From an optimization exercise on the open Yosys and OpenROAD flow, aimed at small area and few clock cycles; shortcuts taken in it are not production practice. Function was checked by simulation only, so behaviour that the tests miss may differ from the original. Power figures rest on the tool's default switching activity, not on a simulated workload.

==> inputs of build 64 <==
==> flow/design.v <==
package bsfr_pkg;
  localparam int MAX_RESULTS = 8;
  localparam int CFG_IDX_W   = 3;
  localparam logic [CFG_IDX_W-1:0] REG_REPLACE_MODE  = 3'd0;
  localparam logic [CFG_IDX_W-1:0] REG_PATTERN_BYTES = 3'd1;
  localparam logic [CFG_IDX_W-1:0] REG_PATTERN_LEN   = 3'd2;
  localparam logic [CFG_IDX_W-1:0] REG_WORD_BYTES    = 3'd3;
  localparam logic [CFG_IDX_W-1:0] REG_WORD_LEN      = 3'd4;
  localparam logic MODE_TOKEN  = 1'b0;
  localparam logic MODE_STRING = 1'b1;
endpackage
module bsfr_out_buf (
  input  logic               clk,
  input  logic               rst,
  input  logic               accept,      
  input  logic [7:0]         rem_load,    
  input  logic [7:0]         wrem_load,   
  input  logic               bare_load,   
  input  logic               last,        
  input  logic [7:0][7:0]    hist,        
  input  logic [7:0][7:0]    word,
  output logic               more,        
  output logic               top_busy,    
  output logic               result_valid,
  input  logic               result_ready,
  output logic [7:0]         result_byte,
  output logic               result_byte_valid,
  output logic               result_string_end,
  output logic               result_run_end
);
  logic [7:0] rem;
  logic [7:0] wrem;
  logic       bare;
  logic       slast;
  logic [7:0] rem_pop;
  logic [7:0] wrem_pop;
  logic [7:0] rem_base;
  logic [7:0] wrem_base;
  logic [7:0] ssel;
  logic [7:0] wsel;
  logic       pop;
  always_comb begin
    for (int i = 0; i < 8; i++) begin
      rem_pop[i]  = rem[i] && (i < 7 ? rem[i+1] : 1'b0);
      wrem_pop[i] = wrem[i] && (i > 0 ? wrem[i-1] : 1'b0);
      ssel[i]     = rem[i] && !(i < 7 ? rem[i+1] : 1'b0);
      wsel[i]     = wrem[i] && !(i > 0 ? wrem[i-1] : 1'b0);
    end
    result_byte = '0;
    for (int i = 0; i < 8; i++) begin
      result_byte = result_byte | (hist[i] & {8{ssel[i]}}) | (word[i] & {8{wsel[i]}});
    end
  end
  assign result_valid      = (|rem) || (|wrem) || bare;
  assign result_run_end    = !(|rem_pop) && !(|wrem_pop);
  assign result_string_end = slast && result_run_end;
  assign result_byte_valid = !bare;
  assign pop       = result_valid && result_ready;
  assign more      = result_valid && !(result_run_end && result_ready);
  assign top_busy  = rem[7] && !pop;
  assign rem_base  = pop ? rem_pop : rem;
  assign wrem_base = pop ? wrem_pop : wrem;
  always_ff @(posedge clk) begin
    if (rst) begin
      rem  <= '0;
      wrem <= '0;
      bare <= 1'b0;
    end else if (accept) begin
      rem  <= {rem_base[6:0], 1'b0} | rem_load;
      wrem <= wrem_base | wrem_load;
      bare <= (bare && !pop) || bare_load;
    end else if (pop) begin
      rem  <= rem_pop;
      wrem <= wrem_pop;
      bare <= 1'b0;
    end
  end
  always_ff @(posedge clk) begin
    if (accept && !more) begin
      slast <= last;
    end
  end
endmodule
module byte_stream_find_replace (
  input  logic        clk,
  input  logic        rst,
  input  logic        text_valid,
  output logic        text_ready,
  input  logic [7:0]  text_byte,
  input  logic        text_last,
  output logic        result_valid,
  input  logic        result_ready,
  output logic [7:0]  result_byte,
  output logic        result_byte_valid,
  output logic        result_string_end,
  output logic        result_run_end,
  input  logic        cfg_valid,
  output logic        cfg_ready,
  input  logic [2:0]  cfg_index,
  input  logic [63:0] cfg_data
);
  logic              replace_mode;
  logic [7:0][7:0]   pattern_bytes;
  logic [3:0]        pattern_len;
  logic [7:0][7:0]   word_bytes;
  logic [3:0]        word_len;
  logic [7:0][7:0]   hist;       
  logic [6:0]        occ;        
  logic [6:0]        d;          
  logic [7:0]        eq;
  logic [7:0]        pm;         
  logic [7:0]        poh;        
  logic [7:0]        wm;         
  logic [7:0]        occ_app;
  logic [7:0]        dn;
  logic              strm;
  logic              full;
  logic              match;
  logic              hit;
  logic              grow;
  logic              more;
  logic              top_busy;
  logic              accept;
  logic [7:0]        rem_load;
  logic [7:0]        wrem_load;
  logic              bare_load;
  logic [6:0]        occ_next;
  logic [6:0]        d_next;
  logic [63:0]       cfg_d;
  always_comb begin
    for (int i = 0; i < 8; i++) begin
      eq[i] = (text_byte == pattern_bytes[i]);
      pm[i] = pattern_len[3] || (pattern_len[2:0] > 3'(i));
      wm[i] = word_len[3] || (word_len[2:0] > 3'(i));
    end
    for (int i = 0; i < 8; i++) begin
      poh[i] = pm[i] && !(i < 7 ? pm[i+1] : 1'b0);
    end
    occ_app = {occ, 1'b1};
    dn      = {d & eq[7:1], eq[0]};
    strm    = (replace_mode == bsfr_pkg::MODE_STRING) && pm[0];
    full    = |(occ_app & poh);
    match   = |(dn & poh);
    hit     = |(eq & pm);
    grow    = strm && !full && !text_last;
  end
  always_comb begin
    rem_load  = '0;
    wrem_load = '0;
    bare_load = 1'b0;
    occ_next  = '0;
    d_next    = '0;
    if (strm) begin
      if (match) begin
        wrem_load = wm;
        bare_load = text_last && !wm[0];
      end else if (full) begin
        rem_load = text_last ? occ_app : poh;
        if (!text_last) begin
          occ_next = occ;
          d_next   = dn[6:0];
        end
      end else if (text_last) begin
        rem_load = occ_app;
      end else begin
        occ_next = occ_app[6:0];
        d_next   = dn[6:0];
      end
    end else if (replace_mode == bsfr_pkg::MODE_TOKEN && hit) begin
      wrem_load = wm;
      bare_load = text_last && !wm[0];
    end else begin
      rem_load = 8'b1;
    end
  end
  assign text_ready = !more || (grow && !top_busy);
  assign accept     = text_valid && text_ready;
  assign cfg_ready  = 1'b1;
  bsfr_out_buf u_out_buf (
    .clk               (clk),
    .rst               (rst),
    .accept            (accept),
    .rem_load          (rem_load),
    .wrem_load         (wrem_load),
    .bare_load         (bare_load),
    .last              (text_last),
    .hist              (hist),
    .word              (word_bytes),
    .more              (more),
    .top_busy          (top_busy),
    .result_valid      (result_valid),
    .result_ready      (result_ready),
    .result_byte       (result_byte),
    .result_byte_valid (result_byte_valid),
    .result_string_end (result_string_end),
    .result_run_end    (result_run_end)
  );
  assign cfg_d = cfg_data & {64{!rst}};
  always_ff @(posedge clk) begin
    if (rst || (cfg_valid && cfg_index == bsfr_pkg::REG_PATTERN_BYTES)) begin
      pattern_bytes <= cfg_d;
    end
    if (rst || (cfg_valid && cfg_index == bsfr_pkg::REG_WORD_BYTES)) begin
      word_bytes <= cfg_d;
    end
  end
  always_ff @(posedge clk) begin
    if (rst) begin
      replace_mode <= bsfr_pkg::MODE_TOKEN;
      pattern_len  <= '0;
      word_len     <= '0;
      occ          <= '0;
      d            <= '0;
    end else begin
      if (accept) begin
        occ <= occ_next;
        d   <= d_next;
      end
      if (cfg_valid) begin
        unique case (cfg_index)
          bsfr_pkg::REG_REPLACE_MODE: begin
            replace_mode <= cfg_data[0];
            occ          <= '0;
            d            <= '0;
          end
          bsfr_pkg::REG_PATTERN_LEN: begin
            pattern_len <= cfg_data[3:0];
            occ         <= '0;
            d           <= '0;
          end
          bsfr_pkg::REG_WORD_LEN: word_len <= cfg_data[3:0];
          default: ;
        endcase
      end
    end
  end
  always_ff @(posedge clk) begin
    if (accept) begin
      hist <= {hist[6:0], text_byte};
    end
  end
endmodule
==> flow/run.sh <==
#!/bin/bash
# synth_recipe.tcl (not shown) runs the flow's synth.tcl, then flattens the netlist and writes it again
# the make line also repeats each setting of config.mk as NAME=value (left out here)
make -C /OpenROAD-flow-scripts/flow DESIGN_CONFIG=/design/flow/config.mk WORK_HOME=/design/flow/orfs CLKGATE_MAP_FILE= SYNTH_SCRIPT=/design/flow/synth_recipe.tcl finish
==> flow/config.mk <==
export PLATFORM = sky130hd
export DESIGN_NAME = byte_stream_find_replace
export DESIGN_NICKNAME = byte_stream_find_replace
export VERILOG_FILES = /design/flow/design.v
export SDC_FILE = /design/flow/constraint.sdc
export NUM_CORES = 4
export LEC_CHECK = 0
export CAP_MARGIN = 20
export CORE_MARGIN = 2
export CORE_UTILIZATION = 40
export SLEW_MARGIN = 20
==> flow/constraint.sdc <==
create_clock -name core_clock -period 6.0 [get_ports {clk}]
set_input_delay 1.2000 -clock core_clock [delete_from_list [all_inputs] [get_ports {clk}]]
set_output_delay 1.2000 -clock core_clock [all_outputs]
set_load 0.01 [all_outputs]
==> inputs of trial 33, as changes to build 64 <==
==> flow/design.v, changed modules only <==
module bsfr_out_buf (
  input  logic               clk,
  input  logic               rst,
  input  logic               accept,      
  input  logic [7:0]         mask_load,   
  input  logic               wsrc_load,   
  input  logic               bare_load,   
  input  logic               last,        
  input  logic [7:0][7:0]    hist,        
  input  logic [7:0][7:0]    word,
  input  logic               word_set,    
  output logic               more,        
  output logic               top_busy,    
  output logic               result_valid,
  input  logic               result_ready,
  output logic [7:0]         result_byte,
  output logic               result_byte_valid,
  output logic               result_string_end,
  output logic               result_run_end
);
  logic [7:0] mask;
  logic       wsrc;
  logic       hsrc;
  logic       bare;
  logic       slast;
  logic [7:0] mask_pop;
  logic [7:0] mask_base;
  logic [7:0] sel;
  logic       pop;
  always_comb begin
    for (int k = 0; k < 8; k++) begin
      mask_pop[k] = mask[k] && (k < 7 ? mask[k+1] : 1'b0);
      sel[k]      = mask[k] && !(k < 7 ? mask[k+1] : 1'b0);
    end
    result_byte = '0;
    for (int k = 0; k < 8; k++) begin
      result_byte = result_byte
                  | (hist[k]   & {8{sel[k] && hsrc}})
                  | (word[7-k] & {8{sel[k] && wsrc}});
    end
  end
  assign result_valid      = (|mask) || bare;
  assign result_run_end    = !(|mask_pop);
  assign result_string_end = slast && result_run_end;
  assign result_byte_valid = !bare;
  assign pop       = result_valid && result_ready;
  assign more      = result_valid && !(result_run_end && result_ready);
  assign top_busy  = mask[7] && hsrc && !pop;
  assign mask_base = pop ? mask_pop : mask;
  always_ff @(posedge clk) begin
    if (rst) begin
      mask <= '0;
      bare <= 1'b0;
    end else if (accept) begin
      mask <= (hsrc ? {mask_base[6:0], 1'b0} : mask_base) | mask_load;
      bare <= (bare && !pop) || bare_load;
    end else if (pop) begin
      mask <= mask_pop;
      bare <= 1'b0;
    end
  end
  always_ff @(posedge clk) begin
    if (accept && !more) begin
      slast <= last;
      wsrc  <= wsrc_load && word_set;
      hsrc  <= !wsrc_load;
    end
  end
endmodule
module byte_stream_find_replace (
  input  logic        clk,
  input  logic        rst,
  input  logic        text_valid,
  output logic        text_ready,
  input  logic [7:0]  text_byte,
  input  logic        text_last,
  output logic        result_valid,
  input  logic        result_ready,
  output logic [7:0]  result_byte,
  output logic        result_byte_valid,
  output logic        result_string_end,
  output logic        result_run_end,
  input  logic        cfg_valid,
  output logic        cfg_ready,
  input  logic [2:0]  cfg_index,
  input  logic [63:0] cfg_data
);
  logic              replace_mode;
  logic [7:0][7:0]   pattern_bytes;
  logic [3:0]        pattern_len;
  logic [7:0][7:0]   word_bytes;
  logic [3:0]        word_len;
  logic [7:0][7:0]   hist;       
  logic [6:0]        occ;        
  logic [6:0]        d;          
  logic [7:0]        eq;
  logic [7:0]        pm;         
  logic [7:0]        poh;        
  logic [7:0]        wm;         
  logic [7:0]        occ_app;
  logic [7:0]        dn;
  logic              strm;
  logic              full;
  logic              match;
  logic              hit;
  logic              grow;
  logic              more;
  logic              top_busy;
  logic              accept;
  logic [7:0]        mask_load;
  logic              wsrc_load;
  logic [7:0]        wm_rev;
  logic              bare_load;
  logic [6:0]        occ_next;
  logic [6:0]        d_next;
  logic              pat_set;    
  logic              word_set;   
  logic              eqz;
  assign eqz = (text_byte == 8'h00);
  always_comb begin
    for (int i = 0; i < 8; i++) begin
      eq[i] = pat_set ? (text_byte == pattern_bytes[i]) : eqz;
      pm[i] = pattern_len[3] || (pattern_len[2:0] > 3'(i));
      wm[i] = word_len[3] || (word_len[2:0] > 3'(i));
      wm_rev[7-i] = wm[i];
    end
    for (int i = 0; i < 8; i++) begin
      poh[i] = pm[i] && !(i < 7 ? pm[i+1] : 1'b0);
    end
    occ_app = {occ, 1'b1};
    dn      = {d & eq[7:1], eq[0]};
    strm    = (replace_mode == bsfr_pkg::MODE_STRING) && pm[0];
    full    = |(occ_app & poh);
    match   = |(dn & poh);
    hit     = |(eq & pm);
    grow    = strm && !full && !text_last;
  end
  always_comb begin
    mask_load = '0;
    wsrc_load = 1'b0;
    bare_load = 1'b0;
    occ_next  = '0;
    d_next    = '0;
    if (strm) begin
      if (match) begin
        mask_load = wm_rev;
        wsrc_load = 1'b1;
        bare_load = text_last && !wm[0];
      end else if (full) begin
        mask_load = text_last ? occ_app : poh;
        if (!text_last) begin
          occ_next = occ;
          d_next   = dn[6:0];
        end
      end else if (text_last) begin
        mask_load = occ_app;
      end else begin
        occ_next = occ_app[6:0];
        d_next   = dn[6:0];
      end
    end else if (replace_mode == bsfr_pkg::MODE_TOKEN && hit) begin
      mask_load = wm_rev;
      wsrc_load = 1'b1;
      bare_load = text_last && !wm[0];
    end else begin
      mask_load = 8'b1;
    end
  end
  assign text_ready = !more || (grow && !top_busy);
  assign accept     = text_valid && text_ready;
  assign cfg_ready  = 1'b1;
  bsfr_out_buf u_out_buf (
    .clk               (clk),
    .rst               (rst),
    .accept            (accept),
    .mask_load         (mask_load),
    .wsrc_load         (wsrc_load),
    .bare_load         (bare_load),
    .last              (text_last),
    .hist              (hist),
    .word              (word_bytes),
    .word_set          (word_set),
    .more              (more),
    .top_busy          (top_busy),
    .result_valid      (result_valid),
    .result_ready      (result_ready),
    .result_byte       (result_byte),
    .result_byte_valid (result_byte_valid),
    .result_string_end (result_string_end),
    .result_run_end    (result_run_end)
  );
  always_ff @(posedge clk) begin
    if (cfg_valid && cfg_index == bsfr_pkg::REG_PATTERN_BYTES) begin
      pattern_bytes <= cfg_data;
    end
    if (cfg_valid && cfg_index == bsfr_pkg::REG_WORD_BYTES) begin
      word_bytes <= cfg_data;
    end
  end
  always_ff @(posedge clk) begin
    if (rst) begin
      pat_set  <= 1'b0;
      word_set <= 1'b0;
    end else if (cfg_valid) begin
      if (cfg_index == bsfr_pkg::REG_PATTERN_BYTES) pat_set  <= 1'b1;
      if (cfg_index == bsfr_pkg::REG_WORD_BYTES)    word_set <= 1'b1;
    end
  end
  always_ff @(posedge clk) begin
    if (rst) begin
      replace_mode <= bsfr_pkg::MODE_TOKEN;
      pattern_len  <= '0;
      word_len     <= '0;
      occ          <= '0;
      d            <= '0;
    end else begin
      if (accept) begin
        occ <= occ_next;
        d   <= d_next;
      end
      if (cfg_valid) begin
        unique case (cfg_index)
          bsfr_pkg::REG_REPLACE_MODE: begin
            replace_mode <= cfg_data[0];
            occ          <= '0;
            d            <= '0;
          end
          bsfr_pkg::REG_PATTERN_LEN: begin
            pattern_len <= cfg_data[3:0];
            occ         <= '0;
            d           <= '0;
          end
          bsfr_pkg::REG_WORD_LEN: word_len <= cfg_data[3:0];
          default: ;
        endcase
      end
    end
  end
  always_ff @(posedge clk) begin
    if (accept) begin
      hist <= {hist[6:0], text_byte};
    end
  end
endmodule
==> flow/flow/run.sh (new file) <==
#!/bin/bash
# The standard layout, with each port buffered by the smallest buffer cell.
set -euo pipefail
export BUFFER_PORTS_ARGS="-buffer_cell sky130_fd_sc_hd__buf_1"
bash standard.sh finish > standard_flow.log 2>&1
==> flow/standard.sh (new file) <==
#!/bin/bash
# synth_recipe.tcl (not shown) runs the flow's synth.tcl, then flattens the netlist and writes it again
# the make line also repeats each setting of config.mk as NAME=value (left out here)
make -C /OpenROAD-flow-scripts/flow DESIGN_CONFIG=/design/flow/config.mk WORK_HOME=/design/flow/orfs CLKGATE_MAP_FILE= SYNTH_SCRIPT=/design/flow/synth_recipe.tcl "${@:-finish}"
Settings changed: CORE_UTILIZATION 40 to 78, CTS_BUF_LIST set to sky130_fd_sc_hd__clkbuf_16, CTS_CLUSTER_DIAMETER set to 100, CTS_CLUSTER_SIZE set to 27.
removed: flow/run.sh
==> inputs of trial 54, as changes to build 64 <==
==> flow/design.v, changed modules only <==
module bsfr_out_buf (
  input  logic               clk,
  input  logic               rst,
  input  logic               accept,      
  input  logic [7:0]         mask_load,   
  input  logic               wsrc_load,   
  input  logic               bare_load,   
  input  logic               last,        
  input  logic [7:0][7:0]    hist,        
  input  logic [7:0][7:0]    word,
  input  logic               word_set,    
  output logic               more,        
  output logic               top_busy,    
  output logic               result_valid,
  input  logic               result_ready,
  output logic [7:0]         result_byte,
  output logic               result_byte_valid,
  output logic               result_string_end,
  output logic               result_run_end
);
  logic [7:0] mask;
  logic       wsrc;
  logic       bare;
  logic       slast;
  logic [7:0] mask_pop;
  logic [7:0] mask_base;
  logic [7:0] sel;
  logic       pop;
  always_comb begin
    for (int k = 0; k < 8; k++) begin
      mask_pop[k] = mask[k] && (k < 7 ? mask[k+1] : 1'b0);
      sel[k]      = mask[k] && !(k < 7 ? mask[k+1] : 1'b0);
    end
    result_byte = '0;
    for (int k = 0; k < 8; k++) begin
      result_byte = result_byte
                  | (hist[k]   & {8{sel[k] && !wsrc}})
                  | (word[7-k] & {8{sel[k] && wsrc && word_set}});
    end
  end
  assign result_valid      = (|mask) || bare;
  assign result_run_end    = !(|mask_pop);
  assign result_string_end = slast && result_run_end;
  assign result_byte_valid = !bare;
  assign pop       = result_valid && result_ready;
  assign more      = result_valid && !(result_run_end && result_ready);
  assign top_busy  = mask[7] && !wsrc && !pop;
  assign mask_base = pop ? mask_pop : mask;
  always_ff @(posedge clk) begin
    if (rst) begin
      mask <= '0;
      bare <= 1'b0;
    end else if (accept) begin
      mask <= (wsrc ? mask_base : {mask_base[6:0], 1'b0}) | mask_load;
      bare <= (bare && !pop) || bare_load;
    end else if (pop) begin
      mask <= mask_pop;
      bare <= 1'b0;
    end
  end
  always_ff @(posedge clk) begin
    if (accept && !more) begin
      slast <= last;
      wsrc  <= wsrc_load;
    end
  end
endmodule
module byte_stream_find_replace (
  input  logic        clk,
  input  logic        rst,
  input  logic        text_valid,
  output logic        text_ready,
  input  logic [7:0]  text_byte,
  input  logic        text_last,
  output logic        result_valid,
  input  logic        result_ready,
  output logic [7:0]  result_byte,
  output logic        result_byte_valid,
  output logic        result_string_end,
  output logic        result_run_end,
  input  logic        cfg_valid,
  output logic        cfg_ready,
  input  logic [2:0]  cfg_index,
  input  logic [63:0] cfg_data
);
  logic              replace_mode;
  logic [7:0][7:0]   pattern_bytes;
  logic [3:0]        pattern_len;
  logic [7:0][7:0]   word_bytes;
  logic [3:0]        word_len;
  logic [7:0][7:0]   hist;       
  logic [6:0]        occ;        
  logic [6:0]        d;          
  logic [7:0]        eq;
  logic [7:0]        pm;         
  logic [7:0]        poh;        
  logic [7:0]        wm;         
  logic [7:0]        occ_app;
  logic [7:0]        dn;
  logic              strm;
  logic              full;
  logic              match;
  logic              hit;
  logic              grow;
  logic              more;
  logic              top_busy;
  logic              accept;
  logic [7:0]        mask_load;
  logic              wsrc_load;
  logic [7:0]        wm_rev;
  logic              bare_load;
  logic [6:0]        occ_next;
  logic [6:0]        d_next;
  logic              pat_set;    
  logic              word_set;   
  logic              eqz;
  assign eqz = (text_byte == 8'h00);
  always_comb begin
    for (int i = 0; i < 8; i++) begin
      eq[i] = pat_set ? (text_byte == pattern_bytes[i]) : eqz;
      pm[i] = pattern_len[3] || (pattern_len[2:0] > 3'(i));
      wm[i] = word_len[3] || (word_len[2:0] > 3'(i));
      wm_rev[7-i] = wm[i];
    end
    for (int i = 0; i < 8; i++) begin
      poh[i] = pm[i] && !(i < 7 ? pm[i+1] : 1'b0);
    end
    occ_app = {occ, 1'b1};
    dn      = {d & eq[7:1], eq[0]};
    strm    = (replace_mode == bsfr_pkg::MODE_STRING) && pm[0];
    full    = |(occ_app & poh);
    match   = |(dn & poh);
    hit     = |(eq & pm);
    grow    = strm && !full && !text_last;
  end
  always_comb begin
    mask_load = '0;
    wsrc_load = 1'b0;
    bare_load = 1'b0;
    occ_next  = '0;
    d_next    = '0;
    if (strm) begin
      if (match) begin
        mask_load = wm_rev;
        wsrc_load = 1'b1;
        bare_load = text_last && !wm[0];
      end else if (full) begin
        mask_load = text_last ? occ_app : poh;
        if (!text_last) begin
          occ_next = occ;
          d_next   = dn[6:0];
        end
      end else if (text_last) begin
        mask_load = occ_app;
      end else begin
        occ_next = occ_app[6:0];
        d_next   = dn[6:0];
      end
    end else if (replace_mode == bsfr_pkg::MODE_TOKEN && hit) begin
      mask_load = wm_rev;
      wsrc_load = 1'b1;
      bare_load = text_last && !wm[0];
    end else begin
      mask_load = 8'b1;
    end
  end
  assign text_ready = !more || (grow && !top_busy);
  assign accept     = text_valid && text_ready;
  assign cfg_ready  = 1'b1;
  bsfr_out_buf u_out_buf (
    .clk               (clk),
    .rst               (rst),
    .accept            (accept),
    .mask_load         (mask_load),
    .wsrc_load         (wsrc_load),
    .bare_load         (bare_load),
    .last              (text_last),
    .hist              (hist),
    .word              (word_bytes),
    .word_set          (word_set),
    .more              (more),
    .top_busy          (top_busy),
    .result_valid      (result_valid),
    .result_ready      (result_ready),
    .result_byte       (result_byte),
    .result_byte_valid (result_byte_valid),
    .result_string_end (result_string_end),
    .result_run_end    (result_run_end)
  );
  always_ff @(posedge clk) begin
    if (cfg_valid && cfg_index == bsfr_pkg::REG_PATTERN_BYTES) begin
      pattern_bytes <= cfg_data;
    end
    if (cfg_valid && cfg_index == bsfr_pkg::REG_WORD_BYTES) begin
      word_bytes <= cfg_data;
    end
  end
  always_ff @(posedge clk) begin
    if (rst) begin
      pat_set  <= 1'b0;
      word_set <= 1'b0;
    end else if (cfg_valid) begin
      if (cfg_index == bsfr_pkg::REG_PATTERN_BYTES) pat_set  <= 1'b1;
      if (cfg_index == bsfr_pkg::REG_WORD_BYTES)    word_set <= 1'b1;
    end
  end
  always_ff @(posedge clk) begin
    if (rst) begin
      replace_mode <= bsfr_pkg::MODE_TOKEN;
      pattern_len  <= '0;
      word_len     <= '0;
      occ          <= '0;
      d            <= '0;
    end else begin
      if (accept) begin
        occ <= occ_next;
        d   <= d_next;
      end
      if (cfg_valid) begin
        unique case (cfg_index)
          bsfr_pkg::REG_REPLACE_MODE: begin
            replace_mode <= cfg_data[0];
            occ          <= '0;
            d            <= '0;
          end
          bsfr_pkg::REG_PATTERN_LEN: begin
            pattern_len <= cfg_data[3:0];
            occ         <= '0;
            d           <= '0;
          end
          bsfr_pkg::REG_WORD_LEN: word_len <= cfg_data[3:0];
          default: ;
        endcase
      end
    end
  end
  always_ff @(posedge clk) begin
    if (accept) begin
      hist <= {hist[6:0], text_byte};
    end
  end
endmodule
Settings changed: ABC_AREA set to 1, CORE_UTILIZATION 40 to 85, CTS_BUF_LIST set to sky130_fd_sc_hd__clkbuf_16, CTS_CLUSTER_DIAMETER set to 120, CTS_CLUSTER_SIZE set to 50.
==> inputs of trial 75, as changes to build 64 <==
--- a/flow/design.v
+++ b/flow/design.v
@@ -19,6 +19,7 @@
   input  logic               last,        
   input  logic [7:0][7:0]    hist,        
   input  logic [7:0][7:0]    word,
+  input  logic               word_set,    
   output logic               more,        
   output logic               top_busy,    
   output logic               result_valid,
@@ -44,7 +45,7 @@
       rem_pop[i]  = rem[i] && (i < 7 ? rem[i+1] : 1'b0);
       wrem_pop[i] = wrem[i] && (i > 0 ? wrem[i-1] : 1'b0);
       ssel[i]     = rem[i] && !(i < 7 ? rem[i+1] : 1'b0);
-      wsel[i]     = wrem[i] && !(i > 0 ? wrem[i-1] : 1'b0);
+      wsel[i]     = word_set && wrem[i] && !(i > 0 ? wrem[i-1] : 1'b0);
     end
     result_byte = '0;
     for (int i = 0; i < 8; i++) begin
@@ -126,10 +127,13 @@
   logic              bare_load;
   logic [6:0]        occ_next;
   logic [6:0]        d_next;
-  logic [63:0]       cfg_d;
+  logic              pat_set;    
+  logic              word_set;   
+  logic              eqz;
+  assign eqz = (text_byte == 8'h00);
   always_comb begin
     for (int i = 0; i < 8; i++) begin
-      eq[i] = (text_byte == pattern_bytes[i]);
+      eq[i] = pat_set ? (text_byte == pattern_bytes[i]) : eqz;
       pm[i] = pattern_len[3] || (pattern_len[2:0] > 3'(i));
       wm[i] = word_len[3] || (word_len[2:0] > 3'(i));
     end
@@ -186,6 +190,7 @@
     .last              (text_last),
     .hist              (hist),
     .word              (word_bytes),
+    .word_set          (word_set),
     .more              (more),
     .top_busy          (top_busy),
     .result_valid      (result_valid),
@@ -195,13 +200,21 @@
     .result_string_end (result_string_end),
     .result_run_end    (result_run_end)
   );
-  assign cfg_d = cfg_data & {64{!rst}};
-  always_ff @(posedge clk) begin
-    if (rst || (cfg_valid && cfg_index == bsfr_pkg::REG_PATTERN_BYTES)) begin
-      pattern_bytes <= cfg_d;
-    end
-    if (rst || (cfg_valid && cfg_index == bsfr_pkg::REG_WORD_BYTES)) begin
-      word_bytes <= cfg_d;
+  always_ff @(posedge clk) begin
+    if (cfg_valid && cfg_index == bsfr_pkg::REG_PATTERN_BYTES) begin
+      pattern_bytes <= cfg_data;
+    end
+    if (cfg_valid && cfg_index == bsfr_pkg::REG_WORD_BYTES) begin
+      word_bytes <= cfg_data;
+    end
+  end
+  always_ff @(posedge clk) begin
+    if (rst) begin
+      pat_set  <= 1'b0;
+      word_set <= 1'b0;
+    end else if (cfg_valid) begin
+      if (cfg_index == bsfr_pkg::REG_PATTERN_BYTES) pat_set  <= 1'b1;
+      if (cfg_index == bsfr_pkg::REG_WORD_BYTES)    word_set <= 1'b1;
     end
   end
   always_ff @(posedge clk) begin
==> comparison table <==
metric                                                                          trial 33                 build 64                 trial 75                   trial 54
Run status                                                       complete, no violations  complete, no violations  complete, no violations  aborted with a tool error
Stage where the flow stopped                                                           -                        -                        -           global placement
Initial cell density of the core                                                   0.800                    0.408                    0.404                      0.881
Nets in the synthesized netlist                                                      780                      797                      770                      1,012
Startpoint of the worst hold path                                      hist[1]$_DFFE_PN_        hist[0]$_DFFE_PN_        hist[1]$_DFFE_PN_                          -
CTS-repair resized insts                                                               0                        0                        0                          -
Width of the chip                                                                 115 um                   162 um                   160 um                     113 um
Setup-failing EPs final                                                                0                        0                        0                          -
Relative contribution of sequential cells to total power                           0.607                    0.507                    0.443                          -
Peak supply drop                                                              0.000336 V               0.000171 V               0.000245 V                          -
Largest net degree at the start of global routing                                     66                       65                       66                          -
Non-clock buffer share                                                            0.0399                   0.0852                   0.0823                          -
Number of cells on the critical path                                                   6                        5                        5                          -
# hold bufs at CTS                                                                     0                        0                        0                          -
Critical Path Max Stage Delay                                                    0.93 ns                  1.03 ns                  0.93 ns                          -
Number of enable-type register cells in the synthesized netlist                      195                      193                      193                        194
Power density cells                                                           304 nW/um2               339 nW/um2               437 nW/um2                          -
Critical path data arrival time                                                  3.47 ns                  3.35 ns                  3.25 ns                          -
TritonRoute pass-1 iters                                                               7                        7                        7                          -
Count of cells along the worst hold path                                               0                        0                        0                          -
Sequential cell area                                                            6540 um2                 6600 um2                 6640 um2                          -
Testbench counts of build 64, summed over its fixed seeds: cycles 43,086.
Testbench counts of trial 33, summed over its fixed seeds: cycles 43,086.
Testbench counts of trial 54, summed over its fixed seeds: cycles 43,086.
Testbench counts of trial 75, summed over its fixed seeds: cycles 43,086.

==> static timing again, ports no longer ideal <==
No port has a modelled driver above. Below, the same layouts with a new extraction and two added sets of constraints. Step 1, drivers: a clkbuf_16 drives clk and a buf_2 each remaining input, both assumed. Step 2 also shifts input and output timing later by t, the mid clock arrival at the registers, as if the neighbouring blocks saw the same clock. a / b / c = ideal / step 1 / step 2; a / b = the first two.
run | shift t [ns] | setup WS [ns] | worst hold slack (ns) | worst register clock-pin slew, ns | pins driven straight from the clock port
build 64 | 0.571 | 1.449 / 1.400 / 1.671 | 0.453 / 0.453 / 0.453 | 0.06 / 0.06 | 1
trial 33 | 0.500 | 1.326 / 1.281 / 1.490 | 0.461 / 0.461 / 0.461 | 0.11 / 0.11 | 1
trial 75 | 0.570 | 1.550 / 1.521 / 1.481 | 0.448 / 0.448 / 0.448 | 0.07 / 0.07 | 1
After both steps setup and hold are still met in every run listed. The setup slack of trial 75, which loses most, moves by -0.029 ns with the drivers and by -0.069 ns with both steps.
